Background: an optimization exercise with open tools, aiming at a short achievable clock period and few clock cycles per item. Do not read the settings as production practice. Function was checked by simulation only, so behaviour that the tests miss may differ from the original. In runs 2 and 3 the design's own scripts or RTL, not TritonCTS, make the clock network. No driver is modelled on the clock port, so clock power and skew are understated where the tree is cut down; a real chip needs a root buffer or a tree. Power figures rest on the tool's default switching activity, not on a simulated workload.

**flow/flow/run.sh**
```bash
#!/bin/bash
# Standard ORFS layout with two synthesis changes: no half/full-adder cell
# mapping (ADDER_MAP_FILE empty), and slow stacked/compound cells added to the
# don't-use list so ABC and the resizer build the logic from faster gates.
# Registers are mapped exactly as in the standard synthesis.
set -euo pipefail
PLAT_DU=$(awk '/export DONT_USE_CELLS \+= /{f=1} f{print} f && !/\\$/{exit}' \
    "$FLOW_HOME/platforms/sky130hd/config.mk" | grep -o 'sky130_fd_sc_hd__[a-z0-9_]*' | tr '\n' ' ')
SLOW=$(grep -o 'sky130_fd_sc_hd__[a-z0-9_*]*' flow/slow_cells.txt | tr '\n' ' ')
bash standard.sh ADDER_MAP_FILE= "DONT_USE_CELLS=$PLAT_DU $SLOW" finish > flow_make.log 2>&1
```
**flow/flow/slow_cells.txt**
```
sky130_fd_sc_hd__a2111o*
sky130_fd_sc_hd__o2111a*
sky130_fd_sc_hd__a2111oi*
sky130_fd_sc_hd__o2111ai*
sky130_fd_sc_hd__a311o*
sky130_fd_sc_hd__o311a*
sky130_fd_sc_hd__a311oi*
sky130_fd_sc_hd__o311ai*
sky130_fd_sc_hd__nor4*
sky130_fd_sc_hd__or4*
sky130_fd_sc_hd__a41o*
sky130_fd_sc_hd__o41a*
sky130_fd_sc_hd__a41oi*
sky130_fd_sc_hd__o41ai*
sky130_fd_sc_hd__nor3*
sky130_fd_sc_hd__or3*
sky130_fd_sc_hd__a32o*
sky130_fd_sc_hd__o32a*
sky130_fd_sc_hd__ha_*
sky130_fd_sc_hd__fa_*
sky130_fd_sc_hd__maj3*
sky130_fd_sc_hd__nand4*
sky130_fd_sc_hd__and4*
sky130_fd_sc_hd__a31o*
sky130_fd_sc_hd__o31a*
sky130_fd_sc_hd__a31oi*
sky130_fd_sc_hd__o31ai*
sky130_fd_sc_hd__a221o_*
sky130_fd_sc_hd__o221a_*
sky130_fd_sc_hd__a222oi*
sky130_fd_sc_hd__mux4*
sky130_fd_sc_hd__a2bb2o*
sky130_fd_sc_hd__o2bb2a*
sky130_fd_sc_hd__a32oi*
sky130_fd_sc_hd__o32ai*
sky130_fd_sc_hd__and4b*
sky130_fd_sc_hd__or4b*
sky130_fd_sc_hd__nor4b*
sky130_fd_sc_hd__nand4b*
```
**flow/standard.sh**
```bash
#!/bin/bash
# synth_recipe.tcl (not shown) runs the flow's synth.tcl, then flattens the netlist and writes it again
# the make line also repeats each setting of config.mk as NAME=value (left out here)
make -C /OpenROAD-flow-scripts/flow DESIGN_CONFIG=/design/flow/config.mk WORK_HOME=/design/flow/orfs CLKGATE_MAP_FILE= SYNTH_SCRIPT=/design/flow/synth_recipe.tcl "${@:-finish}"
```
**flow/config.mk**
```make
export PLATFORM = sky130hd
export DESIGN_NAME = pipe3_fwd_core
export DESIGN_NICKNAME = pipe3_fwd_core
export VERILOG_FILES = /design/flow/design.v
export SDC_FILE = /design/flow/constraint.sdc
export NUM_CORES = 4
export LEC_CHECK = 0
export ABC_CLOCK_PERIOD_IN_PS = 1800
export CAP_MARGIN = 20
export CORE_MARGIN = 2
export CORE_UTILIZATION = 55
export SETUP_SLACK_MARGIN = 2.8
export SLEW_MARGIN = 20
```
**flow/constraint.sdc**
```tcl
create_clock -name core_clock -period 5.0 [get_ports {clk}]
set_input_delay 1.0000 -clock core_clock [delete_from_list [all_inputs] [get_ports {clk}]]
set_output_delay 1.0000 -clock core_clock [all_outputs]
set_load 0.01 [all_outputs]
```
**flow/design.v**
```verilog
`default_nettype none
module pipe3_fwd_core #(
    parameter int DW   = 32,
    parameter int NREG = 32
) (
    input  logic          clk,
    input  logic          rst,
    input  logic [31:0]   InstrIn,
    input  logic          in_valid,
    input  logic          stall,
    output logic          in_ready,
    output logic [DW-1:0] Out,
    output logic          out_valid,
    output logic [15:0]   retire_cnt
);
    localparam int c_QD = 8;
    localparam int HW   = DW / 2;
    function automatic logic [HW:0] f_carry(input logic [HW-1:0] x, input logic [HW-1:0] y,
                                            input logic cin);
        logic [HW-1:0] gg, pp, g2, p2;
        gg = x & y;
        pp = x ^ y;
        gg[0] = gg[0] | (pp[0] & cin);
        for (int d = 1; d < HW; d = d * 2) begin
            g2 = gg;
            p2 = pp;
            for (int i = d; i < HW; i++) begin
                g2[i] = gg[i] | (pp[i] & gg[i - d]);
                p2[i] = pp[i] & pp[i - d];
            end
            gg = g2;
            pp = p2;
        end
        f_carry = {gg, cin};
    endfunction
    function automatic logic [DW-1:0] f_shl(input logic [DW-1:0] x, input logic [3:0] sa,
                                            input logic [3:0] sb, input logic s4);
        logic [DW-1:0] t1, t2;
        t1 = '0;
        t2 = '0;
        for (int i = 0; i < DW; i++)
            for (int k = 0; k < 4; k++)
                if (i - k >= 0) t1[i] = t1[i] | (sa[k] & x[i - k]);
        for (int i = 0; i < DW; i++)
            for (int k = 0; k < 4; k++)
                if (i - 4 * k >= 0) t2[i] = t2[i] | (sb[k] & t1[i - 4 * k]);
        f_shl = s4 ? (t2 << 16) : t2;
    endfunction
    function automatic logic [DW-1:0] f_shr(input logic [DW-1:0] x, input logic [3:0] sa,
                                            input logic [3:0] sb, input logic s4);
        logic [DW-1:0] t1, t2;
        t1 = '0;
        t2 = '0;
        for (int i = 0; i < DW; i++)
            for (int k = 0; k < 4; k++)
                if (i + k < DW) t1[i] = t1[i] | (sa[k] & x[i + k]);
        for (int i = 0; i < DW; i++)
            for (int k = 0; k < 4; k++)
                if (i + 4 * k < DW) t2[i] = t2[i] | (sb[k] & t1[i + 4 * k]);
        f_shr = s4 ? (t2 >> 16) : t2;
    endfunction
    logic            r_kValid;
    logic [31:0]     r_kIns;
    logic            r_iValid;
    logic [31:0]     r_iIns;
    logic [NREG-1:0] r_iRs1Oh;
    logic [NREG-1:0] r_iRs2Oh;
    logic            r_dValid;
    logic [31:0]     r_dIns;
    logic [DW-1:0]   r_dRfA;            
    logic [DW-1:0]   r_dRfB;            
    logic            r_1Valid;
    logic            r_1We;
    logic [4:0]      r_1Wd;
    logic [7:0]      r_1Op;             
    logic            r_1Arith;          
    logic            r_1FA1, r_1FB1;    
    logic [HW-1:0]   r_1Alo, r_1Ahi;
    logic [HW-1:0]   r_1Blo, r_1Bhi;    
    logic [3:0]      r_1ShA, r_1ShB;    
    logic            r_1Sh4;
    logic            r_2Valid;
    logic            r_2We;
    logic [4:0]      r_2Wd;
    logic [7:0]      r_2Op;
    logic            r_2Arith;
    logic [HW-1:0]   r_2Alo, r_2Ahi, r_2Bhi;
    logic [3:0]      r_2ShA, r_2ShB;
    logic            r_2Sh4;
    logic [HW-1:0]   r_xLo;             
    logic            r_xCy;             
    logic            r_3Valid;
    logic            r_3We;
    logic [4:0]      r_3Wd;
    logic [DW-1:0]   r_res;
    logic [NREG-1:0] r_3WeOh;           
    logic [DW-1:0]   r_fVal [c_QD];
    logic [c_QD-1:0] r_fWe;
    logic [2:0]      r_fRd, r_fWr;
    logic [3:0]      r_fCnt;
    logic            r_oValid;
    logic [DW-1:0]   r_out;
    logic [15:0]     r_retireCnt;
    logic [DW-1:0]   r_regs [1:NREG-1];
    logic            w_accept;
    logic            w_hold;
    logic            w_dIssue;
    logic [31:0]     w_nIns;
    logic            w_nValid;
    logic [4:0]      w_nRs1, w_nRs2;
    assign w_accept = in_valid && !stall && !r_kValid;
    assign w_nIns   = r_kValid ? r_kIns : InstrIn;
    assign w_nValid = r_kValid || w_accept;
    assign w_nRs1   = w_hold ? r_iIns[20:16] : w_nIns[20:16];
    assign w_nRs2   = w_hold ? r_iIns[15:11] : w_nIns[15:11];
    logic [DW-1:0]   w_rdA, w_rdB, w_iA, w_iB;
    logic [4:0]      w_iRs1, w_iRs2;
    assign w_iRs1 = r_iIns[20:16];
    assign w_iRs2 = r_iIns[15:11];
    always_comb begin
        w_rdA = '0;
        w_rdB = '0;
        for (int i = 1; i < NREG; i++) begin
            w_rdA = w_rdA | (r_regs[i] & {DW{r_iRs1Oh[i]}});
            w_rdB = w_rdB | (r_regs[i] & {DW{r_iRs2Oh[i]}});
        end
    end
    assign w_iA = (w_iRs1 != 5'd0 && r_3Valid && r_3We && r_3Wd == w_iRs1) ? r_res : w_rdA;
    assign w_iB = r_iIns[28] ? DW'($signed(r_iIns[15:0])) :
                  (w_iRs2 != 5'd0 && r_3Valid && r_3We && r_3Wd == w_iRs2) ? r_res : w_rdB;
    logic [2:0]      w_op;
    logic            w_ds, w_we, w_sub;
    logic [4:0]      w_wd, w_rs1, w_rs2;
    logic [DW-1:0]   w_imm;
    logic            w_m1A, w_m1B, w_m2A, w_m2B, w_m3A, w_m3B;
    logic [HW-1:0]   w_dAlo, w_dAhi, w_dBlo, w_dBhi;
    assign w_op  = r_dIns[31:29];
    assign w_ds  = r_dIns[28];
    assign w_we  = r_dIns[27];
    assign w_wd  = r_dIns[25:21];
    assign w_rs1 = r_dIns[20:16];
    assign w_rs2 = r_dIns[15:11];
    assign w_imm = DW'($signed(r_dIns[15:0]));
    assign w_sub = (w_op == 3'd1);
    assign w_m1A = (w_rs1 != 5'd0) && r_1Valid && r_1We && (r_1Wd == w_rs1);
    assign w_m2A = (w_rs1 != 5'd0) && r_2Valid && r_2We && (r_2Wd == w_rs1);
    assign w_m3A = (w_rs1 != 5'd0) && r_3Valid && r_3We && (r_3Wd == w_rs1);
    assign w_m1B = !w_ds && (w_rs2 != 5'd0) && r_1Valid && r_1We && (r_1Wd == w_rs2);
    assign w_m2B = !w_ds && (w_rs2 != 5'd0) && r_2Valid && r_2We && (r_2Wd == w_rs2);
    assign w_m3B = !w_ds && (w_rs2 != 5'd0) && r_3Valid && r_3We && (r_3Wd == w_rs2);
    assign w_dAlo = w_m2A ? r_xLo : (w_m3A ? r_res[HW-1:0] : r_dRfA[HW-1:0]);
    assign w_dAhi = w_m3A ? r_res[DW-1:HW] : r_dRfA[DW-1:HW];
    assign w_dBlo = w_m2B ? r_xLo : (w_m3B ? r_res[HW-1:0] : r_dRfB[HW-1:0]);
    assign w_dBhi = w_m3B ? r_res[DW-1:HW] : r_dRfB[DW-1:HW];
    assign w_hold   = r_dValid && (w_op == 3'd6) && w_m1A;
    assign w_dIssue = r_dValid && !w_hold;
    logic [HW:0]     w_c1;
    logic [HW-1:0]   w_p1, w_bLoT, w_other1, w_lo0, w_lo1, w_lo;
    logic [DW-1:0]   w_shl1, w_shr1;
    logic [4:0]      w_sNext;
    assign w_c1   = f_carry(r_1Alo, r_1Blo, r_1Op[1]);
    assign w_p1   = r_1Alo ^ r_1Blo;
    assign w_bLoT = r_1Blo;             
    assign w_shl1 = f_shl({HW'(0), r_1Alo}, r_1ShA, r_1ShB, r_1Sh4);
    assign w_shr1 = f_shr({r_1Ahi, r_1Alo}, r_1ShA, r_1ShB, r_1Sh4);
    always_comb begin
        w_other1 = '0;
        if (r_1Op[2]) w_other1 = w_other1 | (r_1Alo & w_bLoT);
        if (r_1Op[3]) w_other1 = w_other1 | (r_1Alo | w_bLoT);
        if (r_1Op[4]) w_other1 = w_other1 | (r_1Alo ^ w_bLoT);
        if (r_1Op[5]) w_other1 = w_other1 | w_shl1[HW-1:0];
        if (r_1Op[6]) w_other1 = w_other1 | w_shr1[HW-1:0];
        if (r_1Op[7]) w_other1 = w_other1 | w_bLoT;
    end
    assign w_lo0 = r_1Arith ? w_p1 : w_other1;
    assign w_lo1 = r_1Arith ? ~w_p1 : w_other1;
    assign w_lo  = (w_c1[HW-1:0] & w_lo1) | (~w_c1[HW-1:0] & w_lo0);
    assign w_sNext = w_m1B ? w_lo[4:0] : w_dBlo[4:0];
    logic [HW:0]     w_c2;
    logic [HW-1:0]   w_p2, w_other2, w_hi0, w_hi1, w_hi;
    logic [DW-1:0]   w_shl2, w_shr2;
    assign w_c2   = f_carry(r_2Ahi, r_2Bhi, r_xCy);
    assign w_p2   = r_2Ahi ^ r_2Bhi;
    assign w_shl2 = f_shl({r_2Ahi, r_2Alo}, r_2ShA, r_2ShB, r_2Sh4);
    assign w_shr2 = f_shr({HW'(0), r_2Ahi}, r_2ShA, r_2ShB, r_2Sh4);
    always_comb begin
        w_other2 = '0;
        if (r_2Op[2]) w_other2 = w_other2 | (r_2Ahi & r_2Bhi);
        if (r_2Op[3]) w_other2 = w_other2 | (r_2Ahi | r_2Bhi);
        if (r_2Op[4]) w_other2 = w_other2 | (r_2Ahi ^ r_2Bhi);
        if (r_2Op[5]) w_other2 = w_other2 | w_shl2[DW-1:HW];
        if (r_2Op[6]) w_other2 = w_other2 | w_shr2[HW-1:0];
        if (r_2Op[7]) w_other2 = w_other2 | r_2Bhi;
    end
    assign w_hi0 = r_2Arith ? w_p2 : w_other2;
    assign w_hi1 = r_2Arith ? ~w_p2 : w_other2;
    assign w_hi  = (w_c2[HW-1:0] & w_hi1) | (~w_c2[HW-1:0] & w_hi0);
    logic            w_deliver;
    logic [2:0]      w_rdNext;
    logic [DW-1:0]   w_head0, w_head1;
    logic [3:0]      w_cnt0;
    assign w_deliver = r_oValid && !stall;
    assign w_rdNext  = r_fRd + 3'd1;
    assign w_head0   = (r_3Valid && r_fWr == r_fRd) ? r_res : r_fVal[r_fRd];
    assign w_head1   = (r_3Valid && r_fWr == w_rdNext) ? r_res : r_fVal[w_rdNext];
    assign w_cnt0    = r_fCnt + 4'(r_3Valid);
    always_ff @(posedge clk or negedge rst) begin
        if (!rst) begin
            r_kValid    <= 1'b0;
            r_iValid    <= 1'b0;
            r_dValid    <= 1'b0;
            r_1Valid    <= 1'b0;
            r_2Valid    <= 1'b0;
            r_3Valid    <= 1'b0;
            r_3WeOh     <= '0;
            r_fRd       <= '0;
            r_fWr       <= '0;
            r_fCnt      <= '0;
            r_oValid    <= 1'b0;
            r_retireCnt <= '0;
        end else begin
            if (w_hold) begin
                r_kValid <= r_kValid || w_accept;
            end else begin
                r_kValid <= 1'b0;
                r_iValid <= w_nValid;
                r_dValid <= r_iValid;
            end
            r_1Valid <= w_dIssue;
            r_2Valid <= r_1Valid;
            r_3Valid <= r_2Valid;
            for (int i = 0; i < NREG; i++)
                r_3WeOh[i] <= r_2Valid && r_2We && (r_2Wd == 5'(i)) && (i != 0);
            if (r_3Valid)
                r_fWr <= r_fWr + 3'd1;
            if (w_deliver)
                r_fRd <= w_rdNext;
            r_fCnt   <= w_deliver ? w_cnt0 - 4'd1 : w_cnt0;
            r_oValid <= w_deliver ? (w_cnt0 > 4'd1) : (w_cnt0 != 4'd0);
            if (w_deliver && r_fWe[r_fRd])
                r_retireCnt <= r_retireCnt + 16'd1;
        end
    end
    always_ff @(posedge clk) begin
        if (w_accept)
            r_kIns <= InstrIn;
        r_iRs1Oh <= NREG'(1) << w_nRs1;
        r_iRs2Oh <= NREG'(1) << w_nRs2;
        if (!w_hold) begin
            r_iIns <= w_nIns;
            r_dIns <= r_iIns;
            r_dRfA <= w_iA;
            r_dRfB <= w_iB;
        end else begin
            if (w_m3A) r_dRfA <= r_res;
            if (w_m3B) r_dRfB <= r_res;
        end
        r_1We    <= w_we;
        r_1Wd    <= w_wd;
        r_1Op    <= 8'(1) << w_op;
        r_1Arith <= (w_op == 3'd0) || (w_op == 3'd1);
        r_1FA1   <= w_m1A;
        r_1FB1   <= w_m1B;
        r_1Alo   <= w_m1A ? w_lo : w_dAlo;
        r_1Blo   <= (w_m1B ? w_lo : w_dBlo) ^ {HW{w_sub}};
        r_1Ahi   <= w_m2A ? w_hi : w_dAhi;
        r_1Bhi   <= (w_m2B ? w_hi : w_dBhi) ^ {HW{w_sub}};
        r_1ShA   <= 4'(1) << w_sNext[1:0];
        r_1ShB   <= 4'(1) << w_sNext[3:2];
        r_1Sh4   <= w_sNext[4];
        r_2We    <= r_1We;
        r_2Wd    <= r_1Wd;
        r_2Op    <= r_1Op;
        r_2Arith <= r_1Arith;
        r_2Alo   <= r_1Alo;
        r_2Ahi   <= r_1FA1 ? w_hi : r_1Ahi;
        r_2Bhi   <= r_1FB1 ? (w_hi ^ {HW{r_1Op[1]}}) : r_1Bhi;
        r_2ShA   <= r_1ShA;
        r_2ShB   <= r_1ShB;
        r_2Sh4   <= r_1Sh4;
        r_xLo    <= w_lo;
        r_xCy    <= w_c1[HW];
        r_3We    <= r_2We;
        r_3Wd    <= r_2Wd;
        r_res    <= {w_hi, r_xLo};
        if (r_3Valid) begin
            r_fVal[r_fWr] <= r_res;
            r_fWe[r_fWr]  <= r_3We;
        end
        r_out <= w_deliver ? w_head1 : w_head0;
    end
    always_ff @(posedge clk or negedge rst) begin
        if (!rst) begin
            for (int i = 1; i < NREG; i++)
                r_regs[i] <= '0;
        end else begin
            for (int i = 1; i < NREG; i++)
                if (r_3WeOh[i])
                    r_regs[i] <= r_res;
        end
    end
    assign in_ready   = !r_kValid;
    assign Out        = r_out;
    assign out_valid  = r_oValid;
    assign retire_cnt = r_retireCnt;
endmodule
`default_nettype wire
```
==> results of run 1 <==
layer usage:
layer / wire [microns] / vias up / GRT usage [%]
met5: 258 / - / 1.76
met4: 38400 / 21 / 35.4
met3: 52700 / 2092 / 17.4
met2: 161000 / 6231 / 67.6
met1: 137000 / 37200 / 59.1
li1: - / 29300 / -
cell families after synthesis:
logic type | Yosys count
DFF | 1774
buffers and inverters | 802
AOI/OAI and AO/OA | 2208
and+or+nand+nor | 1513
xor gates and xnor gates | 170
muxes | 1171
timing repair:
| action | CTS | global route |
|---|---|---|
| pin swaps | 294 | 377 |
| hold endpoints to repair | 0 | 0 |
| endpoints found under the setup margin | 676 | 476 |
| gates cloned | 45 | 16 |
| setup buffers | 333 | 85 |
| resized for setup | 1162 | 486 |
per-stage QoR:
stage          total power [uW]  std cells
6_report                  40900      10100
5_1_grt                   42000      10100
4_1_cts                   40000       9982
3_5_place_dp              24400       9257
3_3_place_gp              24200       9256
2_1_floorplan             21600       7638
area by class of cell:
| cell class | instances | share of cell area, % |
|---|---|---|
| diodes | 17 | 0.0403 |
| well taps | 2044 | 2.42 |
| repair buffers | 787 | 8.91 |
| inverters | 55 | 0.210 |
| flip-flops and latches | 1774 | 43.0 |
| clock buffers | 280 | 5.23 |
| repair inverters | 1 | 0.00711 |
| clock inverters | 67 | 0.852 |
| multi-input cells | 5075 | 39.3 |
report_power, final:
part,internal (uW),switching [uW],leakage [uW],total [uW]
registers,16000,1530,0.0211,17500
logic,3610,5030,0.0204,8640
clock network,8490,6210,0.00315,14700
registers in the layout, indices dropped and copies added, names as in the netlist, 32 cells and up:
register	count
r_regs	992
r_fVal	256
r_dRfA	32
r_dRfB	32
r_out	32
r_res	32
worst max-delay path by stage:
stage / depth (start not counted) / slack (ps) / end
global route: 10 / 2300 / r_2Ahi[7]
floorplan: 10 / 2280 / r_retireCnt[12]
finish: 11 / 2370 / r_2Bhi[11]
CTS: 3 / 2410 / in_ready
detailed placement: 9 / 1260 / r_retireCnt[12]
global placement: 9 / 1280 / r_retireCnt[15]
cell usage after synthesis (5+ instances only):
| library cell | instances |
|---|---|
| a211o_1 | 33 |
| a211oi_1 | 127 |
| a21oi_1 | 372 |
| a221oi_1 | 316 |
| a22o_1 | 375 |
| a22oi_1 | 537 |
| and2_1 | 14 |
| and3_1 | 94 |
| and3b_1 | 5 |
| buf_1 | 161 |
| buf_2 | 18 |
| buf_4 | 5 |
| clkbuf_1 | 563 |
| dfrtp_1 | 1056 |
| dfxtp_1 | 308 |
| edfxtp_1 | 410 |
| inv_1 | 55 |
| mux2_2 | 1044 |
| mux2i_1 | 126 |
| nand2_1 | 473 |
| nand2b_1 | 18 |
| nand3_1 | 370 |
| nand3b_1 | 7 |
| nor2_1 | 421 |
| nor2b_1 | 96 |
| o211ai_1 | 54 |
| o21a_1 | 70 |
| o21ai_0 | 179 |
| o21ai_1 | 8 |
| o221ai_1 | 9 |
| o22a_1 | 33 |
| o22ai_1 | 69 |
| or2_2 | 11 |
| xnor2_1 | 121 |
| xor2_1 | 48 |
==> qor.yml, run 1 <==
syn_area_per_cell_sq_um: 11.2
crit_family: "compound AO/OA/AOI/OAI gates"
via_count: 74900
synthMuxAreaShare_pct: 15.3
slew_headroom_pct: 16.4
die_w_microns: 398
cts_buffer_depth: 3
p_per_area_nw_per_um2: 387
critPathMaxStageDelay_ps: 390
final_common_cell: "mux2_2"
layout_min_cycle_time_ps: 2630
seqCellArea_sq_um: 45400
overflow: 0
synth-seq-area-share_pct: 52.6
final_cell_mix: "mux2_2 (1024), dfrtp_1 (1016), a22oi_1 (445)"
die_y_microns: 398
via_per_inst: 7.41
synth_compound_area_share_pct: 18.9
synth-xor-area-share_pct: 1.75
hold_viol: 0
setup.worst_path.end_class: "flop"
synthesis.area_sq_um: 85400
power_leakage_uw: 0.0446
rows: 144
cts_tree: "yes"
netlist_instances: 7638
worstReg2RegEnd: "r_2Bhi[11]"
drt_iter0_markers: 12700
synth_top_cell_by_area: "dfrtp_1"
clk_latency_ps: 840
synth_adder_area_share_pct: 0
synthSimpleGateAreaFrac_pct: 7.96
finalWirelength_microns: 389000
worstMarginPinSlew_ps: 1250
synth_top_family_by_area: "compound AO/OA/AOI/OAI gates"
synthToLayoutAreaGrowth_pct: 23.6
ys.flop_type: "dfrtp_1"
synth-async-reset-ratio_pct: 59.5
cts-root-buf: "clkbuf_16"
rr_startpoint: "r_2ShA[2]"
drc: 0
initial_core_util_pct: 55.4
crit_chain: "buf_6 -> buf_16 -> a22oi_2 -> nand3_2 -> buf_6 -> a22oi_2 -> nand2_1 -> o211ai_1 -> a22oi_2 -> xnor2_1 -> a21oi_1"
dp_hpwl_microns: 214000
crit_top_cell: "a22oi_2"
vdd_drop_max_v: 0.000391
ant_nets: 0
cp_num_buf_inv: 3
critPathLaunchType: "flop"
io_buffers: 84
status: "finished clean"
io_pins: 86
dp_slack_ps: 1260
fin_skew_ps: 60.2
hold_buffers: 0
final_nets: 7914
synthDistinctLibCells: 57
fillCellCount: 11400
fin_setup_tns_ps: 0
h-tree-depth: 4
worstPathRequired_ps: 5650
synth_nets: 7674
drt-pass1-iter-count: 12
crit_path_max_fanout: 5
r2r_setup_slack_ps: 2370
hold_path.class: "input pin to asynchronous set/reset pin"
grt_max_degree: 104
cp_slowest_cell: "dfxtp_4"
wl_per_cell_microns: 38.6
place.gp.congestion: 0.956
final_util_pct: 68.5
yosys_warnings: 2
synth_edf_count: 410
dpl_cell_area_sq_um: 88600
drv_slew: 0
multi_input_area_sq_um: 41600
cts_buffers: 184
fmax_mhz: 381
dieArea_sq_um: 159000
antenna_found_initial: 27
r2r_cells: 11
synth_area_leaders: "dfrtp_1 (31%), edfxtp_1 (14%), mux2_2 (14%)"
cts.sinks: 1774
hold_slack_ps: 132
timing.final.crit_share_pct: 52.5
core_region_area_sq_um: 154000
worst_ep_arrival_time_ps: 3280
drive_above_1_share_pct: 37.4
grt_pass1_vias: 69500
synth_top_area_share_pct: 30.9
maxCapViolations: 0
cts.clk_slew.worst_paths_ps: 60
setup_ws_ps: 2370
rsz0062_at_grt: "true"
grt_pass1_wl_microns: 534000
track_usage_pct: 47.6
critPathLaunch: "r_2ShA[2]"
setup_viol: 0
fin_area_sq_um: 106000
path_class: "flop to flop"
synth.ff_latch_count: 1774
Testbench counts, summed over its fixed seeds: cycles 33,011, instrs 32,000.
==> inputs of run 2 (changes only) <==
--- a/flow/design.v
+++ b/flow/design.v
@@ -69,6 +69,8 @@
     logic [31:0]     r_dIns;
     logic [DW-1:0]   r_dRfA;            
     logic [DW-1:0]   r_dRfB;            
+    logic            r_dIsShr;
+    logic            r_dM1A, r_dM2A, r_dM3A, r_dM1B, r_dM2B, r_dM3B;
     logic            r_1Valid;
     logic            r_1We;
     logic [4:0]      r_1Wd;
@@ -99,8 +101,10 @@
     logic [2:0]      r_fRd, r_fWr;
     logic [3:0]      r_fCnt;
     logic            r_oValid;
+    logic            r_oWe;             
     logic [DW-1:0]   r_out;
     logic [15:0]     r_retireCnt;
+    logic [15:0]     r_retireCntP1;     
     logic [DW-1:0]   r_regs [1:NREG-1];
     logic            w_accept;
     logic            w_hold;
@@ -125,6 +129,14 @@
             w_rdB = w_rdB | (r_regs[i] & {DW{r_iRs2Oh[i]}});
         end
     end
+    logic            w_iDs, w_cA1, w_cA2, w_cA3, w_cB1, w_cB2, w_cB3;
+    assign w_iDs = r_iIns[28];
+    assign w_cA1 = (w_iRs1 != 5'd0) && r_dValid && w_we && (w_wd == w_iRs1);
+    assign w_cA2 = (w_iRs1 != 5'd0) && r_1Valid && r_1We && (r_1Wd == w_iRs1);
+    assign w_cA3 = (w_iRs1 != 5'd0) && r_2Valid && r_2We && (r_2Wd == w_iRs1);
+    assign w_cB1 = !w_iDs && (w_iRs2 != 5'd0) && r_dValid && w_we && (w_wd == w_iRs2);
+    assign w_cB2 = !w_iDs && (w_iRs2 != 5'd0) && r_1Valid && r_1We && (r_1Wd == w_iRs2);
+    assign w_cB3 = !w_iDs && (w_iRs2 != 5'd0) && r_2Valid && r_2We && (r_2Wd == w_iRs2);
     assign w_iA = (w_iRs1 != 5'd0 && r_3Valid && r_3We && r_3Wd == w_iRs1) ? r_res : w_rdA;
     assign w_iB = r_iIns[28] ? DW'($signed(r_iIns[15:0])) :
                   (w_iRs2 != 5'd0 && r_3Valid && r_3We && r_3Wd == w_iRs2) ? r_res : w_rdB;
@@ -142,17 +154,17 @@
     assign w_rs2 = r_dIns[15:11];
     assign w_imm = DW'($signed(r_dIns[15:0]));
     assign w_sub = (w_op == 3'd1);
-    assign w_m1A = (w_rs1 != 5'd0) && r_1Valid && r_1We && (r_1Wd == w_rs1);
-    assign w_m2A = (w_rs1 != 5'd0) && r_2Valid && r_2We && (r_2Wd == w_rs1);
-    assign w_m3A = (w_rs1 != 5'd0) && r_3Valid && r_3We && (r_3Wd == w_rs1);
-    assign w_m1B = !w_ds && (w_rs2 != 5'd0) && r_1Valid && r_1We && (r_1Wd == w_rs2);
-    assign w_m2B = !w_ds && (w_rs2 != 5'd0) && r_2Valid && r_2We && (r_2Wd == w_rs2);
-    assign w_m3B = !w_ds && (w_rs2 != 5'd0) && r_3Valid && r_3We && (r_3Wd == w_rs2);
+    assign w_m1A = r_dM1A;
+    assign w_m2A = r_dM2A;
+    assign w_m3A = r_dM3A;
+    assign w_m1B = r_dM1B;
+    assign w_m2B = r_dM2B;
+    assign w_m3B = r_dM3B;
     assign w_dAlo = w_m2A ? r_xLo : (w_m3A ? r_res[HW-1:0] : r_dRfA[HW-1:0]);
     assign w_dAhi = w_m3A ? r_res[DW-1:HW] : r_dRfA[DW-1:HW];
     assign w_dBlo = w_m2B ? r_xLo : (w_m3B ? r_res[HW-1:0] : r_dRfB[HW-1:0]);
     assign w_dBhi = w_m3B ? r_res[DW-1:HW] : r_dRfB[DW-1:HW];
-    assign w_hold   = r_dValid && (w_op == 3'd6) && w_m1A;
+    assign w_hold   = r_dValid && r_dIsShr && w_m1A;
     assign w_dIssue = r_dValid && !w_hold;
     logic [HW:0]     w_c1;
     logic [HW-1:0]   w_p1, w_bLoT, w_other1, w_lo0, w_lo1, w_lo;
@@ -198,11 +210,14 @@
     logic            w_deliver;
     logic [2:0]      w_rdNext;
     logic [DW-1:0]   w_head0, w_head1;
+    logic            w_we0, w_we1;
     logic [3:0]      w_cnt0;
     assign w_deliver = r_oValid && !stall;
     assign w_rdNext  = r_fRd + 3'd1;
     assign w_head0   = (r_3Valid && r_fWr == r_fRd) ? r_res : r_fVal[r_fRd];
     assign w_head1   = (r_3Valid && r_fWr == w_rdNext) ? r_res : r_fVal[w_rdNext];
+    assign w_we0     = (r_3Valid && r_fWr == r_fRd) ? r_3We : r_fWe[r_fRd];
+    assign w_we1     = (r_3Valid && r_fWr == w_rdNext) ? r_3We : r_fWe[w_rdNext];
     assign w_cnt0    = r_fCnt + 4'(r_3Valid);
     always_ff @(posedge clk or negedge rst) begin
         if (!rst) begin
@@ -218,6 +233,8 @@
             r_fCnt      <= '0;
             r_oValid    <= 1'b0;
             r_retireCnt <= '0;
+            r_retireCntP1 <= 16'd1;
+            r_oWe       <= 1'b0;
         end else begin
             if (w_hold) begin
                 r_kValid <= r_kValid || w_accept;
@@ -237,8 +254,11 @@
                 r_fRd <= w_rdNext;
             r_fCnt   <= w_deliver ? w_cnt0 - 4'd1 : w_cnt0;
             r_oValid <= w_deliver ? (w_cnt0 > 4'd1) : (w_cnt0 != 4'd0);
-            if (w_deliver && r_fWe[r_fRd])
-                r_retireCnt <= r_retireCnt + 16'd1;
+            r_oWe    <= w_deliver ? w_we1 : w_we0;
+            if (w_deliver && r_oWe) begin
+                r_retireCnt   <= r_retireCntP1;
+                r_retireCntP1 <= r_retireCntP1 + 16'd1;
+            end
         end
     end
     always_ff @(posedge clk) begin
@@ -251,9 +271,22 @@
             r_dIns <= r_iIns;
             r_dRfA <= w_iA;
             r_dRfB <= w_iB;
+            r_dIsShr <= (r_iIns[31:29] == 3'd6);
+            r_dM1A <= w_cA1;
+            r_dM2A <= w_cA2;
+            r_dM3A <= w_cA3;
+            r_dM1B <= w_cB1;
+            r_dM2B <= w_cB2;
+            r_dM3B <= w_cB3;
         end else begin
             if (w_m3A) r_dRfA <= r_res;
             if (w_m3B) r_dRfB <= r_res;
+            r_dM1A <= 1'b0;
+            r_dM2A <= r_dM1A;
+            r_dM3A <= r_dM2A;
+            r_dM1B <= 1'b0;
+            r_dM2B <= r_dM1B;
+            r_dM3B <= r_dM2B;
         end
         r_1We    <= w_we;
         r_1Wd    <= w_wd;
==> flow/flow/run.sh (replaced) <==
#!/bin/bash
# Standard ORFS layout with these changes:
#  - synthesis maps no half/full-adder cells (ADDER_MAP_FILE empty), and slow
#    stacked/compound cells are on the don't-use list, so ABC and the resizer
#    build the logic from faster gates; registers map as in the standard flow;
#  - CTS is ORFS's own cts.tcl with clock_tree_synthesis replaced by a
#    two-level tree built by flow/mytree.tcl (4 root buffers on the clock
#    port, each driving balanced leaf buffers of at most 24 clock pins),
#    which has a lower insertion delay than the three-level H-tree.
# Each step's full output goes to a log file of its own in this folder.
set -euo pipefail
WORK=$PWD
PLAT_DU=$(awk '/export DONT_USE_CELLS \+= /{f=1} f{print} f && !/\\$/{exit}' \
    "$FLOW_HOME/platforms/sky130hd/config.mk" | grep -o 'sky130_fd_sc_hd__[a-z0-9_]*' | tr '\n' ' ')
SLOW=$(grep -o 'sky130_fd_sc_hd__[a-z0-9_*]*' flow/slow_cells.txt | tr '\n' ' ')
VARS=(ADDER_MAP_FILE= "DONT_USE_CELLS=$PLAT_DU $SLOW" MATCH_CELL_FOOTPRINT=0)

bash standard.sh "${VARS[@]}" place > "$WORK/log_1_place.log" 2>&1

# ORFS's cts.tcl with the tree builder in place of clock_tree_synthesis, and
# its timing repair run three times (one pass leaves easy fixes undone)
grep -q '^log_cmd clock_tree_synthesis {\*}\$cts_args$' "$FLOW_HOME/scripts/cts.tcl"
grep -q '^  repair_timing_helper$' "$FLOW_HOME/scripts/cts.tcl"
sed -e "s#^log_cmd clock_tree_synthesis {\*}\$cts_args\$#source $WORK/flow/mytree.tcl\nmytree_build clk 4 24 sky130_fd_sc_hd__clkbuf_16#" \
    -e "s#^  repair_timing_helper\$#  repair_timing_helper\n  repair_timing_helper\n  repair_timing_helper#" \
    "$FLOW_HOME/scripts/cts.tcl" > "$WORK/my_cts.tcl"
bash standard.sh "${VARS[@]}" run RUN_SCRIPT="$WORK/my_cts.tcl" RUN_LOG_NAME_STEM=4_1_cts \
    > "$WORK/log_2_cts.log" 2>&1

bash standard.sh "${VARS[@]}" finish > "$WORK/log_3_finish.log" 2>&1
==> flow/flow/mytree.tcl (new file) <==
# Builds a two-level clock tree by hand: the clock port drives NROOT root
# buffers, each root drives the leaf buffers of its region, and each leaf
# buffer drives a compact cluster of at most about LEAF_MAX clock pins.
# Sinks are clustered with k-means on their placed locations.
proc mytree_build { clk_port_name nroot leaf_max buf_master_name } {
  set db [ord::get_db]
  set block [ord::get_db_block]
  set master [$db findMaster $buf_master_name]
  set clk_net [[$block findBTerm $clk_port_name] getNet]

  # sinks: every instance pin on the clock net
  set sinks {}
  set sx {}
  set sy {}
  foreach it [$clk_net getITerms] {
    set box [[$it getInst] getBBox]
    lappend sinks $it
    lappend sx [expr {([$box xMin] + [$box xMax]) / 2.0}]
    lappend sy [expr {([$box yMin] + [$box yMax]) / 2.0}]
  }
  set n [llength $sinks]
  puts "mytree: $n sinks"

  # recursive bisection at the median along the longer side: first into
  # nroot regions (one per root), then each region into leaf clusters of at
  # most leaf_max pins
  set groups [mytree_split [lsearch -all [lrepeat $n x] x] $sx $sy $nroot]
  set lab [lrepeat $n 0]
  set cx {}
  set cy {}
  set rlab {}
  set rx {}
  set ry {}
  set c 0
  set r 0
  foreach g $groups {
    set nl [expr {int(ceil(double([llength $g]) / $leaf_max))}]
    set p $nl
    set lsum_x 0.0
    set lsum_y 0.0
    set leaves [mytree_split $g $sx $sy $p]
    foreach l $leaves {
      set ax 0.0
      set ay 0.0
      foreach i $l {
        lset lab $i $c
        set ax [expr {$ax + [lindex $sx $i]}]
        set ay [expr {$ay + [lindex $sy $i]}]
      }
      lappend cx [expr {$ax / [llength $l]}]
      lappend cy [expr {$ay / [llength $l]}]
      lappend rlab $r
      set lsum_x [expr {$lsum_x + $ax / [llength $l]}]
      set lsum_y [expr {$lsum_y + $ay / [llength $l]}]
      incr c
    }
    lappend rx [expr {$lsum_x / [llength $leaves]}]
    lappend ry [expr {$lsum_y / [llength $leaves]}]
    incr r
  }
  set k $c
  puts "mytree: [llength $groups] roots, $k leaves"

  set rnets {}
  for {set r 0} {$r < $nroot} {incr r} {
    set inst [odb::dbInst_create $block $master "clkroot_$r"]
    $inst setLocation [expr {int([lindex $rx $r])}] [expr {int([lindex $ry $r])}]
    $inst setPlacementStatus PLACED
    set net [odb::dbNet_create $block "clknet_root_$r"]
    $net setSigType CLOCK
    [$inst findITerm A] connect $clk_net
    [$inst findITerm X] connect $net
    lappend rnets $net
  }
  set lnets {}
  for {set c 0} {$c < $k} {incr c} {
    set inst [odb::dbInst_create $block $master "clkleaf_$c"]
    $inst setLocation [expr {int([lindex $cx $c])}] [expr {int([lindex $cy $c])}]
    $inst setPlacementStatus PLACED
    set net [odb::dbNet_create $block "clknet_leaf_$c"]
    $net setSigType CLOCK
    [$inst findITerm A] connect [lindex $rnets [lindex $rlab $c]]
    [$inst findITerm X] connect $net
    lappend lnets $net
  }
  for {set i 0} {$i < $n} {incr i} {
    set it [lindex $sinks $i]
    $it disconnect
    $it connect [lindex $lnets [lindex $lab $i]]
  }
  $clk_net setSigType CLOCK
  # as clock_tree_synthesis does: time the clock through the tree from now on
  set_propagated_clock [all_clocks]
}

# k-means on points (xs, ys) into k clusters; with cap > 0 a point goes to
# the nearest centre that still has room. Returns {labels cx cy}.
proc mytree_kmeans { xs ys k iters cap } {
  set n [llength $xs]
  # seed centres along a sorted sweep so they start spread out
  set order [lsort -integer -indices [lmap x $xs y $ys {expr {int($x + 3 * $y)}}]]
  set cx {}
  set cy {}
  for {set c 0} {$c < $k} {incr c} {
    set i [lindex $order [expr {int(($c + 0.5) * $n / $k)}]]
    lappend cx [lindex $xs $i]
    lappend cy [lindex $ys $i]
  }
  set lab [lrepeat $n 0]
  for {set it 0} {$it < $iters} {incr it} {
    set cnt [lrepeat $k 0]
    set newlab {}
    for {set i 0} {$i < $n} {incr i} {
      set x [lindex $xs $i]
      set y [lindex $ys $i]
      set d {}
      for {set c 0} {$c < $k} {incr c} {
        set dx [expr {$x - [lindex $cx $c]}]
        set dy [expr {$y - [lindex $cy $c]}]
        lappend d [expr {$dx * $dx + $dy * $dy}]
      }
      set best -1
      foreach c [lsort -real -indices $d] {
        if {$cap <= 0 || [lindex $cnt $c] < $cap} { set best $c; break }
      }
      if {$best < 0} { set best [lindex [lsort -real -indices $d] 0] }
      lset cnt $best [expr {[lindex $cnt $best] + 1}]
      lappend newlab $best
    }
    set lab $newlab
    set sx [lrepeat $k 0.0]
    set sy [lrepeat $k 0.0]
    for {set i 0} {$i < $n} {incr i} {
      set c [lindex $lab $i]
      lset sx $c [expr {[lindex $sx $c] + [lindex $xs $i]}]
      lset sy $c [expr {[lindex $sy $c] + [lindex $ys $i]}]
    }
    for {set c 0} {$c < $k} {incr c} {
      if {[lindex $cnt $c] > 0} {
        lset cx $c [expr {[lindex $sx $c] / [lindex $cnt $c]}]
        lset cy $c [expr {[lindex $sy $c] / [lindex $cnt $c]}]
      }
    }
  }
  return [list $lab $cx $cy]
}

# splits the point indices idx into parts groups of (nearly) equal
# size, halving at the median along the longer side of each group's box
proc mytree_split { idx xs ys parts } {
  if {$parts <= 1 || [llength $idx] < 2} { return [list $idx] }
  set xl [lmap i $idx {lindex $xs $i}]
  set yl [lmap i $idx {lindex $ys $i}]
  set w [expr {[tcl::mathfunc::max {*}$xl] - [tcl::mathfunc::min {*}$xl]}]
  set h [expr {[tcl::mathfunc::max {*}$yl] - [tcl::mathfunc::min {*}$yl]}]
  set key [expr {$w >= $h ? $xl : $yl}]
  set ord [lsort -real -indices $key]
  set pa [expr {$parts / 2}]
  set pb [expr {$parts - $pa}]
  set half [expr {int(round(double([llength $idx]) * $pa / $parts))}]
  set a [lmap j [lrange $ord 0 [expr {$half - 1}]] {lindex $idx $j}]
  set b [lmap j [lrange $ord $half end] {lindex $idx $j}]
  return [concat [mytree_split $a $xs $ys $pa] [mytree_split $b $xs $ys $pb]]
}
==> run 2 against run 1 <==
  * Setup slack gained 48 ps
  * Cell count is 2.2% lower
  * Still clean on timing, DRC and antenna
  * Total power is 18% lower
  * Die area is 0.27% higher
  * Sequential power barely moved
  * Largest power group unchanged
==> qor.yml, run 2 <==
cts.clk_slew.worst_paths_ps: 100  # was 60 ps
fin_area_sq_um: 99800  # was 106000 sq um
worstReg2RegEnd: "r_dRfB[25]"  # was r_2Bhi[11]
synth_area_leaders: "dfrtp_1 (31%), edfxtp_1 (14%), mux2_2 (14%)"  # unchanged
initial_core_util_pct: 55.5  # was 55.4%
setup.worst_path.end_class: "flop"  # unchanged
rr_startpoint: "r_iIns[14]"  # was r_2ShA[2]
grt_max_degree: 103  # was 104
fin_skew_ps: 44.1  # was 60.2 ps
setup_ws_ps: 2420  # was 2370 ps
overflow: 0  # unchanged
worst_ep_arrival_time_ps: 2900  # was 3280 ps
drt_iter0_markers: 12300  # was 12700
synth_top_cell_by_area: "dfrtp_1"  # unchanged
synth_adder_area_share_pct: 0  # unchanged
netlist_top_cells_count: "dfrtp_1 (1072), mux2_2 (1041), a22oi_1 (541)"  # was dfrtp_1 (1056), mux2_2 (1044), clkbuf_1 (563)
synth_top_family_by_area: "compound AO/OA/AOI/OAI gates"  # unchanged
synthesis.area_sq_um: 85700  # was 85400 sq um
status: "finished clean"  # unchanged
hold_buffers: 0  # unchanged
setup_viol: 0  # unchanged
dp_slack_ps: 1450  # was 1260 ps
die_y_microns: 399  # was 398 microns
ant_nets: 0  # unchanged
fmax_mhz: 388  # was 381 MHz
dpl_cell_area_sq_um: 88900  # was 88600 sq um
io_buffers: 84  # unchanged
via_per_inst: 7.51  # was 7.41
synth_nets: 7705  # was 7674
fin_setup_tns_ps: 0  # unchanged
dp_hpwl_microns: 221000  # was 214000 microns
synth.ff_latch_count: 1787  # was 1774
ys.flop_type: "dfrtp_1"  # unchanged
final_nets: 7852  # was 7914
holdPathStages: 0
critPathLaunch: "r_iIns[14]"  # was r_2ShA[2]
synth-seq-area-share_pct: 52.7  # was 52.6%
synthToLayoutAreaGrowth_pct: 16.5  # was 23.6%
min_from: "r_xLo[6]"
clk_latency_ps: 590  # was 840 ps
synth-async-reset-ratio_pct: 60.0  # was 59.5%
track_usage_pct: 46.8  # was 47.6%
worstMarginPinSlew_ps: 1290  # was 1250 ps
r2r_setup_slack_ps: 2420  # was 2370 ps
synthSimpleGateAreaFrac_pct: 7.65  # was 7.96%
synth.most_common_cell: "dfrtp_1"  # unchanged
core_region_area_sq_um: 154000  # about the same
critPathLaunchType: "flop"  # unchanged
hold_path.class: "flop to flop"  # was input pin to asynchronous set/reset pin
grt_pass1_vias: 68600  # was 69500
largest_register_ff_count: 992  # unchanged
rsz0062_at_grt: "true"  # unchanged
top_register: "r_regs"  # unchanged
path_class: "flop to flop"  # unchanged
synth_edf_count: 400  # was 410
drive_above_1_share_pct: 33.9  # was 37.4%
via_count: 74200  # was 74900
synth_compound_area_share_pct: 18.9  # about the same
slew_headroom_pct: 14.3  # was 16.4%
netlist_instances: 7669  # was 7638
power_leakage_uw: 0.0425  # was 0.0446 uW
dieArea_sq_um: 159000  # about the same
timing.final.crit_share_pct: 51.6  # was 52.5%
final_common_cell: "dfrtp_1"  # was mux2_2
io_pins: 86  # unchanged
synthMuxAreaShare_pct: 15.4  # was 15.3%
finalWirelength_microns: 386000  # was 389000 microns
rows: 144  # unchanged
synth-xor-area-share_pct: 1.75  # about the same
die_w_microns: 399  # was 398 microns
antenna_found_initial: 27  # unchanged
place.gp.congestion: 0.983  # was 0.956
top_regs: "r_regs (992), r_fVal (256)"  # unchanged
p_per_area_nw_per_um2: 334  # was 387 nW/um^2
hold_viol: 0  # unchanged
drt-pass1-iter-count: 7  # was 12
grt_pass1_wl_microns: 528000  # was 534000 microns
vdd_drop_max_v: 0.000343  # was 0.000391 V
final_cell_mix: "dfrtp_1 (1035), mux2_2 (1025), buf_4 (467)"  # was mux2_2 (1024), dfrtp_1 (1016), a22oi_1 (445)
report.power.total_uw: 33300  # was 40900 uW
yosys_warnings: 2  # unchanged
syn_area_per_cell_sq_um: 11.2  # about the same
wl_per_cell_microns: 39.1  # was 38.6 microns
worstPathRequired_ps: 5320  # was 5650 ps
r2r_cells: 10  # was 11
drc: 0  # unchanged
drv_slew: 0  # unchanged
synth_top_area_share_pct: 31.3  # was 30.9%
maxCapViolations: 0  # unchanged
crit_path_max_fanout: 8  # was 5
synthDistinctLibCells: 54  # was 57
min_to: "r_res[6]"
layout_min_cycle_time_ps: 2580  # was 2630 ps
-- run 2: repair_timing --
item,CTS,global route
gates resized for setup,950,351
endpoints found under the setup margin,768,400
gates cloned,30,13
setup buffers,319,107
pin swaps,407,179
-- run 2: through the flow --
stage	hold slack [ps]	util [%]	cells
5_1_grt	375	64.6	9860
3_5_place_dp	355	57.6	9309
2_1_floorplan	324	-	7669
3_3_place_gp	348	57.6	9308
6_report	369	64.6	9879
-- run 2: final cells by class --
| cell class | count | area [sq um] |
|---|---|---|
| fill | 12000 | 54600 |
| tap | 2044 | 2560 |
| multi-input combinational | 5092 | 40700 |
| sequential | 1787 | 45700 |
| timing repair inverter | 1 | 11.3 |
| antenna | 21 | 52.6 |
| buffer | 80 | 2000 |
| timing repair buffer | 807 | 8530 |
| inverter | 47 | 211 |
-- run 2: cell families (layout without fill, tap and decap cells) --
family	after synthesis	count (layout)
compound gates	2259	2259
flops	1787	1787
simple gates	1468	1476
mux	1186	1186
buf+inv	798	935
xor+xnor	171	171
other cells	0	21
-- run 2: layer usage --
layer,vias up,routed length [microns],track usage (%),share of wire [%]
met1,36700,136000,58.7,35
met2,6234,158000,66.6,41
met4,20,41300,37.3,11
met3,2170,50900,14.9,13
met5,-,129,0,0.033
li1,29000,-,-,-
-- run 2: where the power goes --
group	internal (uW)	switching, uW
clock	2830	4570
sequential	16000	1370
combinational	3400	5110
total	22300	11000
-- run 2: worst max-delay path by stage --
stage                        endpoint  slack (ps)  depth (start not counted)
global route               r_dRfB[25]        2420                         10
floorplan           r_retireCntP1[15]        2300                         11
finish                     r_dRfB[25]        2420                         10
global placement            r_out[11]        1420                          8
detailed placement           r_out[8]        1450                          8
CTS                        r_dRfB[17]        2520                         10
-- run 2: worst max-delay path, cell delays in order, from the launching register on --
cell and delay [ps]:
edfxtp_1 510, nor2_1 90, a211o_1 290, a211o_4 370, buf_12 140, and2_4 180, buf_12 170, buf_4 180
o21ai_4 80, a21oi_2 80, a21o_1 190
Testbench counts of run 2, summed over its fixed seeds: cycles 33,011, instrs 32,000.
==> inputs of run 3 (changes only) <==
--- a/flow/design.v
+++ b/flow/design.v
@@ -74,21 +74,22 @@
     logic            r_1Valid;
     logic            r_1We;
     logic [4:0]      r_1Wd;
-    logic [7:0]      r_1Op;             
+    logic            r_1Sub;
+    logic [3:0]      r_1Lut;            
     logic            r_1Arith;          
     logic            r_1FA1, r_1FB1;    
     logic [HW-1:0]   r_1Alo, r_1Ahi;
     logic [HW-1:0]   r_1Blo, r_1Bhi;    
-    logic [3:0]      r_1ShA, r_1ShB;    
+    logic [3:0]      r_1SlA, r_1SlB, r_1SrA, r_1SrB, r_1SrhA, r_1SrhB, r_1PA, r_1PB;
     logic            r_1Sh4;
     logic            r_2Valid;
     logic            r_2We;
     logic [4:0]      r_2Wd;
-    logic [7:0]      r_2Op;
+    logic [3:0]      r_2Lut;
     logic            r_2Arith;
     logic [HW-1:0]   r_2Alo, r_2Ahi, r_2Bhi;
-    logic [3:0]      r_2ShA, r_2ShB;
-    logic            r_2Sh4;
+    logic [3:0]      r_2SlA, r_2SlB, r_2SrA, r_2SrB;
+    logic [HW-1:0]   r_2ShlP;           
     logic [HW-1:0]   r_xLo;             
     logic            r_xCy;             
     logic            r_3Valid;
@@ -167,23 +168,17 @@
     assign w_hold   = r_dValid && r_dIsShr && w_m1A;
     assign w_dIssue = r_dValid && !w_hold;
     logic [HW:0]     w_c1;
-    logic [HW-1:0]   w_p1, w_bLoT, w_other1, w_lo0, w_lo1, w_lo;
-    logic [DW-1:0]   w_shl1, w_shr1;
+    logic [HW-1:0]   w_p1, w_other1, w_lo0, w_lo1, w_lo;
+    logic [DW-1:0]   w_shl1, w_shr1, w_shlP;
     logic [4:0]      w_sNext;
-    assign w_c1   = f_carry(r_1Alo, r_1Blo, r_1Op[1]);
+    assign w_c1   = f_carry(r_1Alo, r_1Blo, r_1Sub);
     assign w_p1   = r_1Alo ^ r_1Blo;
-    assign w_bLoT = r_1Blo;             
-    assign w_shl1 = f_shl({HW'(0), r_1Alo}, r_1ShA, r_1ShB, r_1Sh4);
-    assign w_shr1 = f_shr({r_1Ahi, r_1Alo}, r_1ShA, r_1ShB, r_1Sh4);
-    always_comb begin
-        w_other1 = '0;
-        if (r_1Op[2]) w_other1 = w_other1 | (r_1Alo & w_bLoT);
-        if (r_1Op[3]) w_other1 = w_other1 | (r_1Alo | w_bLoT);
-        if (r_1Op[4]) w_other1 = w_other1 | (r_1Alo ^ w_bLoT);
-        if (r_1Op[5]) w_other1 = w_other1 | w_shl1[HW-1:0];
-        if (r_1Op[6]) w_other1 = w_other1 | w_shr1[HW-1:0];
-        if (r_1Op[7]) w_other1 = w_other1 | w_bLoT;
-    end
+    assign w_shl1 = f_shl({HW'(0), r_1Alo}, r_1SlA, r_1SlB, 1'b0);
+    assign w_shr1 = f_shr({r_1Ahi, r_1Alo}, r_1SrA, r_1SrB, r_1Sh4);
+    assign w_shlP = f_shl({HW'(0), r_1Alo}, r_1PA, r_1PB, r_1Sh4);
+    assign w_other1 = (r_1Alo & r_1Blo & {HW{r_1Lut[3]}}) | (r_1Alo & ~r_1Blo & {HW{r_1Lut[2]}}) |
+                      (~r_1Alo & r_1Blo & {HW{r_1Lut[1]}}) | (~r_1Alo & ~r_1Blo & {HW{r_1Lut[0]}}) |
+                      w_shl1[HW-1:0] | w_shr1[HW-1:0];
     assign w_lo0 = r_1Arith ? w_p1 : w_other1;
     assign w_lo1 = r_1Arith ? ~w_p1 : w_other1;
     assign w_lo  = (w_c1[HW-1:0] & w_lo1) | (~w_c1[HW-1:0] & w_lo0);
@@ -193,17 +188,11 @@
     logic [DW-1:0]   w_shl2, w_shr2;
     assign w_c2   = f_carry(r_2Ahi, r_2Bhi, r_xCy);
     assign w_p2   = r_2Ahi ^ r_2Bhi;
-    assign w_shl2 = f_shl({r_2Ahi, r_2Alo}, r_2ShA, r_2ShB, r_2Sh4);
-    assign w_shr2 = f_shr({HW'(0), r_2Ahi}, r_2ShA, r_2ShB, r_2Sh4);
-    always_comb begin
-        w_other2 = '0;
-        if (r_2Op[2]) w_other2 = w_other2 | (r_2Ahi & r_2Bhi);
-        if (r_2Op[3]) w_other2 = w_other2 | (r_2Ahi | r_2Bhi);
-        if (r_2Op[4]) w_other2 = w_other2 | (r_2Ahi ^ r_2Bhi);
-        if (r_2Op[5]) w_other2 = w_other2 | w_shl2[DW-1:HW];
-        if (r_2Op[6]) w_other2 = w_other2 | w_shr2[HW-1:0];
-        if (r_2Op[7]) w_other2 = w_other2 | r_2Bhi;
-    end
+    assign w_shl2 = f_shl({HW'(0), r_2Ahi}, r_2SlA, r_2SlB, 1'b0);
+    assign w_shr2 = f_shr({HW'(0), r_2Ahi}, r_2SrA, r_2SrB, 1'b0);
+    assign w_other2 = (r_2Ahi & r_2Bhi & {HW{r_2Lut[3]}}) | (r_2Ahi & ~r_2Bhi & {HW{r_2Lut[2]}}) |
+                      (~r_2Ahi & r_2Bhi & {HW{r_2Lut[1]}}) | (~r_2Ahi & ~r_2Bhi & {HW{r_2Lut[0]}}) |
+                      w_shl2[HW-1:0] | r_2ShlP | w_shr2[HW-1:0];
     assign w_hi0 = r_2Arith ? w_p2 : w_other2;
     assign w_hi1 = r_2Arith ? ~w_p2 : w_other2;
     assign w_hi  = (w_c2[HW-1:0] & w_hi1) | (~w_c2[HW-1:0] & w_hi0);
@@ -290,27 +279,44 @@
         end
         r_1We    <= w_we;
         r_1Wd    <= w_wd;
-        r_1Op    <= 8'(1) << w_op;
+        r_1Sub   <= w_sub;
+        case (w_op)
+            3'd2:    r_1Lut <= 4'b1000;
+            3'd3:    r_1Lut <= 4'b1110;
+            3'd4:    r_1Lut <= 4'b0110;
+            3'd7:    r_1Lut <= 4'b1010;
+            default: r_1Lut <= 4'b0000;
+        endcase
         r_1Arith <= (w_op == 3'd0) || (w_op == 3'd1);
         r_1FA1   <= w_m1A;
         r_1FB1   <= w_m1B;
-        r_1Alo   <= w_m1A ? w_lo : w_dAlo;
-        r_1Blo   <= (w_m1B ? w_lo : w_dBlo) ^ {HW{w_sub}};
+        r_1Alo   <= (w_c1[HW-1:0] & (w_m1A ? w_lo1 : w_dAlo)) |
+                    (~w_c1[HW-1:0] & (w_m1A ? w_lo0 : w_dAlo));
+        r_1Blo   <= (w_c1[HW-1:0] & ((w_m1B ? w_lo1 : w_dBlo) ^ {HW{w_sub}})) |
+                    (~w_c1[HW-1:0] & ((w_m1B ? w_lo0 : w_dBlo) ^ {HW{w_sub}}));
         r_1Ahi   <= w_m2A ? w_hi : w_dAhi;
         r_1Bhi   <= (w_m2B ? w_hi : w_dBhi) ^ {HW{w_sub}};
-        r_1ShA   <= 4'(1) << w_sNext[1:0];
-        r_1ShB   <= 4'(1) << w_sNext[3:2];
+        r_1SlA   <= (4'(1) << w_sNext[1:0]) & {4{w_op == 3'd5 && !w_sNext[4]}};
+        r_1SlB   <= (4'(1) << w_sNext[3:2]) & {4{w_op == 3'd5 && !w_sNext[4]}};
+        r_1SrA   <= (4'(1) << w_sNext[1:0]) & {4{w_op == 3'd6}};
+        r_1SrB   <= (4'(1) << w_sNext[3:2]) & {4{w_op == 3'd6}};
+        r_1SrhA  <= (4'(1) << w_sNext[1:0]) & {4{w_op == 3'd6 && !w_sNext[4]}};
+        r_1SrhB  <= (4'(1) << w_sNext[3:2]) & {4{w_op == 3'd6 && !w_sNext[4]}};
+        r_1PA    <= (4'(1) << w_sNext[1:0]) & {4{w_op == 3'd5}};
+        r_1PB    <= (4'(1) << w_sNext[3:2]) & {4{w_op == 3'd5}};
         r_1Sh4   <= w_sNext[4];
         r_2We    <= r_1We;
         r_2Wd    <= r_1Wd;
-        r_2Op    <= r_1Op;
+        r_2Lut   <= r_1Lut;
         r_2Arith <= r_1Arith;
         r_2Alo   <= r_1Alo;
         r_2Ahi   <= r_1FA1 ? w_hi : r_1Ahi;
-        r_2Bhi   <= r_1FB1 ? (w_hi ^ {HW{r_1Op[1]}}) : r_1Bhi;
-        r_2ShA   <= r_1ShA;
-        r_2ShB   <= r_1ShB;
-        r_2Sh4   <= r_1Sh4;
+        r_2Bhi   <= r_1FB1 ? (w_hi ^ {HW{r_1Sub}}) : r_1Bhi;
+        r_2SlA   <= r_1SlA;
+        r_2SlB   <= r_1SlB;
+        r_2SrA   <= r_1SrhA;
+        r_2SrB   <= r_1SrhB;
+        r_2ShlP  <= w_shlP[DW-1:HW];
         r_xLo    <= w_lo;
         r_xCy    <= w_c1[HW];
         r_3We    <= r_2We;
--- a/flow/flow/slow_cells.txt
+++ b/flow/flow/slow_cells.txt
@@ -37,3 +37,17 @@
 sky130_fd_sc_hd__or4b*
 sky130_fd_sc_hd__nor4b*
 sky130_fd_sc_hd__nand4b*
+sky130_fd_sc_hd__a211oi_*
+sky130_fd_sc_hd__o211ai_*
+sky130_fd_sc_hd__a221oi_*
+sky130_fd_sc_hd__o221ai_*
+sky130_fd_sc_hd__a211o_*
+sky130_fd_sc_hd__o211a_*
+sky130_fd_sc_hd__a221o_*
+sky130_fd_sc_hd__o221a_*
+sky130_fd_sc_hd__o21bai_*
+sky130_fd_sc_hd__a21boi_*
+sky130_fd_sc_hd__o21ba_*
+sky130_fd_sc_hd__a21bo_*
+sky130_fd_sc_hd__o22a_*
+sky130_fd_sc_hd__a22o_*
==> run 3 against run 2 <==
  * Largest cell class unchanged
  * Critical endpoint is now r_2Bhi[13]
  * Sequential power up 4%
  * First-iteration DRC count is 5.3% lower
  * Setup slack improved by 180 ps
  * Core utilization down 3.1 points
  * Clock power hardly changed
  * Synthesized cell count rose by 9.2%
  * Global-route usage is 2.8 points lower
==> qor.yml, run 3 <==
setup.worst_path.end_class: "flop"  # unchanged
io_pins: 86  # unchanged
drt_iter0_markers: 11600  # was 12300
cts.clk_slew.worst_paths_ps: 90  # was 100 ps
critPathLaunchType: "flop"  # unchanged
hold_viol: 0  # unchanged
top_regs: "r_regs (992), r_fVal (256)"  # unchanged
crit_path_max_fanout: 5  # was 8
ys.flop_type: "dfrtp_1"  # unchanged
top_register: "r_regs"  # unchanged
grt_pass1_wl_microns: 513000  # was 528000 microns
path_class: "flop to flop"  # unchanged
p_per_area_nw_per_um2: 343  # was 334 nW/um^2
rr_startpoint: "r_2Bhi[5]"  # was r_iIns[14]
die_y_microns: 403  # was 399 microns
drt-pass1-iter-count: 10  # was 7
vdd_drop_max_v: 0.000512  # was 0.000343 V
dieArea_sq_um: 162000  # was 159000 sq um
status: "finished clean"  # unchanged
synth_area_leaders: "dfrtp_1 (31%), mux2_2 (15%), edfxtp_1 (14%)"  # was dfrtp_1 (31%), edfxtp_1 (14%), mux2_2 (14%)
synth_nets: 8413  # was 7705
drv_slew: 0  # unchanged
yosys_warnings: 2  # unchanged
synth.ff_latch_count: 1812  # was 1787
synth-seq-area-share_pct: 52.1  # was 52.7%
synthesis.area_sq_um: 87600  # was 85700 sq um
fin_skew_ps: 26.7  # was 44.1 ps
place.gp.congestion: 0.959  # was 0.983
netlist_instances: 8377  # was 7669
setup_viol: 0  # unchanged
grt_max_degree: 102  # was 103
wl_per_cell_microns: 35.8  # was 39.1 microns
worstPathRequired_ps: 5430  # was 5320 ps
antenna_found_initial: 21  # was 27
die_w_microns: 403  # was 399 microns
io_buffers: 84  # unchanged
netlist_top_cells_count: "mux2_2 (1131), a22oi_1 (1093), dfrtp_1 (1072)"  # was dfrtp_1 (1072), mux2_2 (1041), a22oi_1 (541)
maxCapViolations: 0  # unchanged
largest_register_ff_count: 992  # unchanged
layout_min_cycle_time_ps: 2400  # was 2580 ps
holdPathStages: 0  # unchanged
track_usage_pct: 44.0  # was 46.8%
ant_nets: 0  # unchanged
worst_ep_arrival_time_ps: 2830  # was 2900 ps
rows: 146  # was 144
hold_path.class: "flop to flop"  # unchanged
slew_headroom_pct: 16.6  # was 14.3%
synthToLayoutAreaGrowth_pct: 11.2  # was 16.5%
drc: 0  # unchanged
core_region_area_sq_um: 158000  # was 154000 sq um
critPathLaunch: "r_2Bhi[5]"  # was r_iIns[14]
final_common_cell: "mux2_2"  # was dfrtp_1
final_util_pct: 61.5  # was 64.6%
dp_hpwl_microns: 212000  # was 221000 microns
via_per_inst: 7.02  # was 7.51
finalWirelength_microns: 371000  # was 386000 microns
initial_core_util_pct: 55.4  # was 55.5%
power_leakage_uw: 0.0422  # was 0.0425 uW
grt_pass1_vias: 68400  # was 68600
min_from: "r_1SrhB[1]"  # was r_xLo[6]
synthDistinctLibCells: 48  # was 54
synth_edf_count: 400  # unchanged
drive_above_1_share_pct: 27.5  # was 33.9%
fmax_mhz: 417  # was 388 MHz
fin_setup_tns_ps: 0  # unchanged
timing.final.crit_share_pct: 48.0  # was 51.6%
rsz0062_at_grt: "true"  # unchanged
r2r_cells: 11  # was 10
via_count: 72800  # was 74200
worstMarginPinSlew_ps: 1250  # was 1290 ps
clk_latency_ps: 590  # about the same
synth-async-reset-ratio_pct: 59.2  # was 60.0%
synth_top_area_share_pct: 30.6  # was 31.3%
synth_top_cell_by_area: "dfrtp_1"  # unchanged
syn_area_per_cell_sq_um: 10.5  # was 11.2 sq um
synth.most_common_cell: "mux2_2"  # was dfrtp_1
final_nets: 8323  # was 7852
final_cell_mix: "mux2_2 (1122), a22oi_1 (1052), dfrtp_1 (1034)"  # was dfrtp_1 (1035), mux2_2 (1025), buf_4 (467)
overflow: 0  # unchanged
==> run 3: changes by cell type after synthesis, moves of 72 or more <==
| cell | previous run | this run |
|---|---|---|
| mux2_2 | 1041 | 1131 |
| a22o_1 | 342 | 0 |
| a22oi_1 | 541 | 1093 |
| a211oi_1 | 149 | 0 |
| a221oi_1 | 312 | 0 |
| o21ai_0 | 178 | 390 |
| nand2_1 | 456 | 1017 |
| nor2b_1 | 92 | 4 |
| nor2_1 | 444 | 617 |
| nand2b_1 | 20 | 92 |
==> run 3: final timing paths <==
kind | slack, ps | end
min reg2reg | 340 | r_2SrB[1]
min in group asynchronous | 500 | r_3WeOh[18]
max | 2600 | r_2Bhi[13]
max in group asynchronous | 3340 | r_regs[7][8]
max reg2reg | 2600 | r_2Bhi[13]
min | 340 | r_2SrB[1]
==> run 3: cell families (layout without fill, tap and decap cells) <==
family,Yosys count,count (layout),synth area share [%]
and+or+nand+nor,2222,2226,10.9
AOI/OAI and AO/OA,2071,2072,15.3
DFF,1812,1812,52.1
muxes,1301,1301,16.5
buffers and inverters,806,709,3.52
xor gates and xnor gates,165,165,1.66
other,0,11,0
==> run 3: routing by layer <==
layer  vias to the layer above  GRT usage (%)  wire (microns)
met5                         -          0.208             356
met4                        24           31.7           34600
met3                      1635           12.1           45400
met2                      5296           64.8          157000
met1                     36000           55.8          134000
li1                      29800              -               -
==> run 3: area by class of cell <==
cell class,instances,area (sq um)
fillers,13000,60900
plain buffers,80,2000
repair inverters,2,13.8
multi-input cells,5764,40600
repair buffers,571,5690
flip-flops and latches,1812,46200
inverters,56,234
well taps,2072,2590
diodes,11,27.5
==> run 3: timing repair <==
action                                  4_1_cts  5_1_grt
hold buffers                                  0        0
cloned                                        8        3
endpoints found under the setup margin      724      261
pin swaps                                   176      105
gates resized for setup                     523      266
buffers inserted                            184       89
==> run 3: metrics by stage <==
step	cells	power (uW)	hold slack (ps)	cell area (sq um)	setup WS, ps
final	10400	33400	341	97300	2600
after global routing	10400	34500	351	97300	2520
after detailed placement	9993	25100	318	90400	1290
after global placement	9991	25000	315	90300	1330
after floorplan	8377	22300	310	87700	2390
==> run 3: power by group <==
group | total (uW) | switching [uW] | internal (uW)
clock network | 7410 | 4580 | 2830
logic | 7880 | 4710 | 3180
registers | 18100 | 1660 | 16400
==> run 3: critical path, cell delays in order (launching register included) <==
cell and delay (ps):
dfxtp_4 370, xor2_2 170, and3_4 200, and3_4 170, a21o_1 210, o22ai_4 210, nand3_2 110, nand3_4 170
xnor2_4 90, a21oi_4 290, xnor2_1 160, a21oi_1 110
Testbench counts of run 3, summed over its fixed seeds: cycles 33,011, instrs 32,000.

==> re-timing with driven ports <==
In the flow no input, the clock included, has a driving cell. The finished layouts below were timed again as built, in two steps.
Step 1 assumes that a clkbuf_16 drives the clock port and a buf_2 every other input.
Step 2 adds t to the input delays and takes it off the output delays; t is the mean of the earliest and latest rising clock arrival at the registers after step 1. Input paths then give back, and output paths get back, about the clock's delay inside the block.
Slacks: no drivers / after step 1 / after step 2; pairs: no drivers / after step 1.
run	shift t [ns]	slack for setup (ns)	pins driven straight from the clock port
run 1	0.907	2.374 / 2.374 / 1.751	1
run 2	0.795	2.422 / 2.422 / 2.248	4
run 3	0.775	2.601 / 2.600 / 2.236	4
After both steps every run listed still meets setup and hold. For run 1, which loses most, drivers alone change the setup slack by 0.000 ns; drivers and shift together by -0.623 ns.
